This design comes from an exercise in tuning for small area, a short achievable clock period and few clock cycles per item on the open sky130 flow, not from production work.
In this exercise RTL edits were held to simulation tests only and were not proved equivalent to the original.
Power figures rest on the tool's default switching activity, not on a simulated workload.

==> v19: inputs <==
Design alu_exec_unit, start of the top module:
module alu_exec_unit
#(
    parameter int XLEN  = 32,
    parameter int M_EXT = 1
) (
    input  logic            clk,
    input  logic            rst,
    input  logic            flush,
    input  logic            in_valid,
    output logic            in_ready,
    input  logic [1:0]      alu_op,
    input  logic [2:0]      funct3,
    input  logic [6:0]      funct7,
    input  logic [XLEN-1:0] op_a,
    input  logic [XLEN-1:0] op_b,
    output logic            out_valid,
    input  logic            out_ready,
    output logic [XLEN-1:0] result,
    output logic            result_zero
);
Settings: LEC_CHECK=0, ABC_CLOCK_PERIOD_IN_PS=3000, CAP_MARGIN=20, CORE_MARGIN=2, CORE_UTILIZATION=30, SETUP_SLACK_MARGIN=4.5, SLEW_MARGIN=20; clock period 9.0 ns.
run.sh (not shown) runs the stock make flow with config.mk's settings and CLKGATE_MAP_FILE= SYNTH_SCRIPT=/design/flow/synth_recipe.tcl, a recipe that flattens the netlist after the stock synthesis.
==> v16 (differences from v19) <==
--- a/flow/design.v
+++ b/flow/design.v
@@ -136,16 +136,15 @@
     logic             r_corr;      
     logic             r_pb;        
     logic             r_sub;       
     logic             r_mfire;     
     logic             r_rsum, r_rxor, r_ror, r_rand, r_rsh, r_rslt, r_rsltu;
     logic             r_sll, r_sra;
     logic [4:0]       r_cnt;
-    logic [7:0]       r_ls;        
-    logic [7:0]       r_lc;
+    logic             r_cy;
     logic [31:0]      r_a;
     logic [31:0]      r_b;
     logic [32:0]      r_s;
     logic [32:0]      r_c;
     logic             r_rv;        
     logic [31:0]      r_res;
     logic [4:0] w_op;
@@ -182,15 +181,15 @@
     logic [6:0] r_actl;
     wire a_sels = r_actl[6];
     wire a_selc = r_actl[5];
     wire a_inva = r_actl[4];
     wire a_za   = r_actl[3];
     wire a_invb = r_actl[2];
     wire a_zb   = r_actl[1];
-    wire a_ci   = r_actl[0] || (r_st[c_RES] && w_low[8]);
+    wire a_ci   = r_actl[0];
     wire [31:0] w_xa  = ((a_sels ? r_s[31:0] : r_a) ^ {32{a_inva}}) & {32{!a_za}};
     wire [31:0] w_xb  = ((a_selc ? r_c[31:0] : r_b) ^ {32{a_invb}}) & {32{!a_zb}};
     wire [32:0] w_sum = {1'b0, w_xa} + {1'b0, w_xb} + {32'd0, a_ci};
     function automatic logic [31:0] rev32(input logic [31:0] x);
         rev32 = {x[0], x[1], x[2], x[3], x[4], x[5], x[6], x[7],
                  x[8], x[9], x[10], x[11], x[12], x[13], x[14], x[15],
                  x[16], x[17], x[18], x[19], x[20], x[21], x[22], x[23],
@@ -233,22 +232,22 @@
             one = b0 ^ bm;
             two = (b1 && !b0 && !bm) || (!b1 && b0 && bm);
             y   = (({34{one}} & w_m1) | ({34{two}} & w_m2)) ^ {34{b1}};
             w_pp[j] = {{1'b0, !y[33], y[32]} + 3'd1, y[31:0]};
         end
     end
     wire [40:0] w_r0 = {6'd0, w_pp[0]};
-    wire [8:0]  w_low = {1'b0, r_ls} + {1'b0, r_lc};
-    wire [40:0] w_r1 = {4'd0, w_pp[1], 1'b0, w_low[8]};
+    wire [40:0] w_r1 = {4'd0, w_pp[1], 1'b0, r_cy};
     wire [40:0] w_r2 = {2'd0, w_pp[2], 4'd0};
     wire [40:0] w_r3 = {w_pp[3], 6'd0};
     wire [81:0] w_l1a = csa41({8'd0, r_s}, {8'd0, r_c}, w_r0);
     wire [81:0] w_l1b = csa41(w_r1, w_r2, w_r3);
     wire [81:0] w_l2  = csa41(w_l1a[40:0], w_l1a[81:41], w_l1b[40:0]);
     wire [81:0] w_l3  = csa41(w_l2[40:0], w_l2[81:41], w_l1b[81:41]);
+    wire [8:0]  w_low = {1'b0, w_l3[7:0]} + {1'b0, w_l3[48:41]};
     logic [31:0] w_nb;
     always_comb begin
         for (int j = 0; j < 16; j++) begin
             w_nb[2*j]   = op_b[2*j+1];
             w_nb[2*j+1] = 1'b0;
         end
     end
@@ -283,25 +282,26 @@
     wire [5:0] w_clz_a = clz32(r_a);
     wire [5:0] w_clz_b = clz32(r_b);
     wire       w_bz    = (r_b == 32'd0);
     wire       w_altb  = !w_sum[32];       
     wire [5:0] w_lzd   = w_clz_b - w_clz_a;
     wire w_pop    = r_rv && out_ready;
     wire w_can    = !r_rv || out_ready;
-    wire w_x_fin  = r_st[c_BASE] || r_st[c_FIN] || r_st[c_CORR] || (r_st[c_RES] && !r_corr);
+    wire w_x_fin  = r_st[c_BASE] || r_st[c_FIN] || r_st[c_CORR] || (r_st[c_RES] && !r_corr) ||
+                    r_mfire;
     wire w_x_fire = r_xv && w_x_fin && w_can;
     wire w_rdy    = !rst && (!r_xv || (w_x_fin && w_can));
     wire w_load   = in_valid && w_rdy;
     wire w_step   = r_xv && !w_x_fin;
     logic             n_xv;
     logic [c_NST-1:0] n_st;
     logic             n_div, n_quot, n_mul0, n_negb, n_fneg, n_sub, n_ms, n_corr, n_pb;
     logic             n_rsum, n_rxor, n_ror, n_rand, n_rsh, n_rslt, n_rsltu, n_sll, n_sra;
     logic [4:0]       n_cnt;
-    logic [7:0]       n_ls, n_lc;
+    logic             n_cy;
     logic [31:0]      n_a, n_b;
     logic [32:0]      n_s, n_c;
     logic             n_rv;
     logic [31:0]      n_res;
     always_comb begin
         n_st    = r_st;
         n_div   = r_div;
@@ -319,27 +319,25 @@
         n_rand  = r_rand;
         n_rsh   = r_rsh;
         n_rslt  = r_rslt;
         n_rsltu = r_rsltu;
         n_sll   = r_sll;
         n_sra   = r_sra;
         n_cnt   = r_cnt;
-        n_ls    = r_ls;
-        n_lc    = r_lc;
+        n_cy    = r_cy;
         n_a     = r_a;
         n_b     = r_b;
         n_s     = r_s;
         n_c     = r_c;
         if (w_load) begin
             n_a     = op_a;
             n_b     = op_b;
             n_s     = {1'b1, w_nb};
             n_c     = 33'd0;
-            n_ls    = 8'd0;
-            n_lc    = 8'd0;
+            n_cy    = 1'b0;
             n_pb    = 1'b0;
             n_cnt   = 5'd3;
             n_ms    = w_in_nega;
             n_corr  = w_in_m && !w_in_div && w_op[1] && op_b[31];
             n_div   = w_in_div;
             n_quot  = w_in_quot;
             n_mul0  = (w_op == alu_exec_pkg::c_OP_MUL);
@@ -392,16 +390,15 @@
                 n_cnt = r_cnt - 5'd1;
                 if (r_cnt == 5'd0) n_st[c_FIN]   = 1'b1;
                 else               n_st[c_DITER] = 1'b1;
             end
             if (r_st[c_MITER]) begin
                 n_s   = w_l3[40:8];
                 n_c   = w_l3[81:49];
-                n_ls  = w_l3[7:0];
-                n_lc  = w_l3[48:41];
+                n_cy  = w_low[8];
                 n_pb  = r_b[7];
                 n_b   = {w_low[7:0], r_b[31:8]};
                 n_cnt = r_cnt - 5'd1;
                 if (r_cnt != 5'd0) n_st[c_MITER] = 1'b1;
                 else if (r_mul0)   n_st[c_FIN]   = 1'b1;
                 else               n_st[c_RES]   = 1'b1;
             end
@@ -442,27 +439,26 @@
         r_negb  <= n_negb;
         r_fneg  <= n_fneg;
         r_sub   <= n_sub;
         r_ms    <= n_ms;
         r_corr  <= n_corr;
         r_pb    <= n_pb;
         r_rsum  <= n_rsum;
-        r_mfire <= n_st[c_FIN] && n_mul0;
+        r_mfire <= n_st[c_MITER] && n_mul0 && (n_cnt == 5'd0);
         r_rxor  <= n_rxor;
         r_ror   <= n_ror;
         r_rand  <= n_rand;
         r_rsh   <= n_rsh;
         r_rslt  <= n_rslt;
         r_rsltu <= n_rsltu;
         r_sll   <= n_sll;
         r_sra   <= n_sra;
         r_cnt   <= n_cnt;
-        r_actl  <= adder_ctl(n_st, n_quot, n_div, n_fneg, n_sub, 1'b0);
-        r_ls    <= n_ls;
-        r_lc    <= n_lc;
+        r_actl  <= adder_ctl(n_st, n_quot, n_div, n_fneg, n_sub, n_cy);
+        r_cy    <= n_cy;
         r_a     <= n_a;
         r_b     <= n_b;
         r_s     <= n_s;
         r_c     <= n_c;
         r_res   <= n_res;
     end
     assign in_ready    = w_rdy;
==> flow/config.mk (replaced) <==
export PLATFORM = sky130hd
export DESIGN_NAME = alu_exec_unit
export DESIGN_NICKNAME = alu_exec_unit
export VERILOG_FILES = /design/flow/design.v
export SDC_FILE = /design/flow/constraint.sdc
export NUM_CORES = 4
export LEC_CHECK = 0
export ABC_CLOCK_PERIOD_IN_PS = 4500
export CAP_MARGIN = 20
export CORE_MARGIN = 2
export CORE_UTILIZATION = 30
export SETUP_SLACK_MARGIN = 4.5
export SLEW_MARGIN = 20
==> summary of the runs <==
- Of v16 and v19, v16 has the higher combinational power (gap about 50%, measured against v19).
- Against v19, the die area of v16 is smaller by about 4%.
- Of v16 and v19, v19 has the higher flip-flop and latch count (gap 13).
- Against v16, the clock power of v19 is larger by about 8%.
- Of v19 and v16, v16 has the higher fmax (gap 1.9%, measured against v16).
- Of v19 and v16, v16 has the higher clock-buffer cell count (gap 7).
- Against v19, the clock skew of v16 is lower by 19 ps.
- Between v16 and v19, the lower first-iteration DRC count is in v19 (gap about 1.4%, measured against v19).
- Between v19 and v16, the lower core utilization is in v19 (gap 1.0 points).
Testbench counts of v19, summed over its fixed seeds: cycles 25,256, items 9,600.
Testbench counts of v16, summed over its fixed seeds: cycles 24,816, items 9,600.

-- re-timing with driven ports --
No port has a modelled driver above. Below, the same layouts with a new extraction and two added sets of constraints.
Step 1 (the two cells are an assumption about what drives the block):
set clk [get_ports {clk}]
set_driving_cell -lib_cell sky130_fd_sc_hd__clkbuf_16 $clk
set_driving_cell -lib_cell sky130_fd_sc_hd__buf_2 [delete_from_list [all_inputs] $clk]
Step 2 moves the port delays by t, midway between the first and last clock arrival at a register: inputs arrive t later, outputs are due t later. That takes back most of the time a late clock gives input paths.
Slacks: ideal / step 1 / step 2; pairs: ideal / step 1.
run | t, ns | setup WS [ns] | worst data-port slew with drivers (ns)
v19 | 0.671 | 4.336 / 4.336 / 3.969 | 0.05
v16 | 0.671 | 4.425 / 4.425 / 3.969 | 0.13
After both steps setup and hold are still met in every run listed. For v16, which loses most, drivers alone change the setup slack by 0.000 ns; drivers and shift together by -0.456 ns.
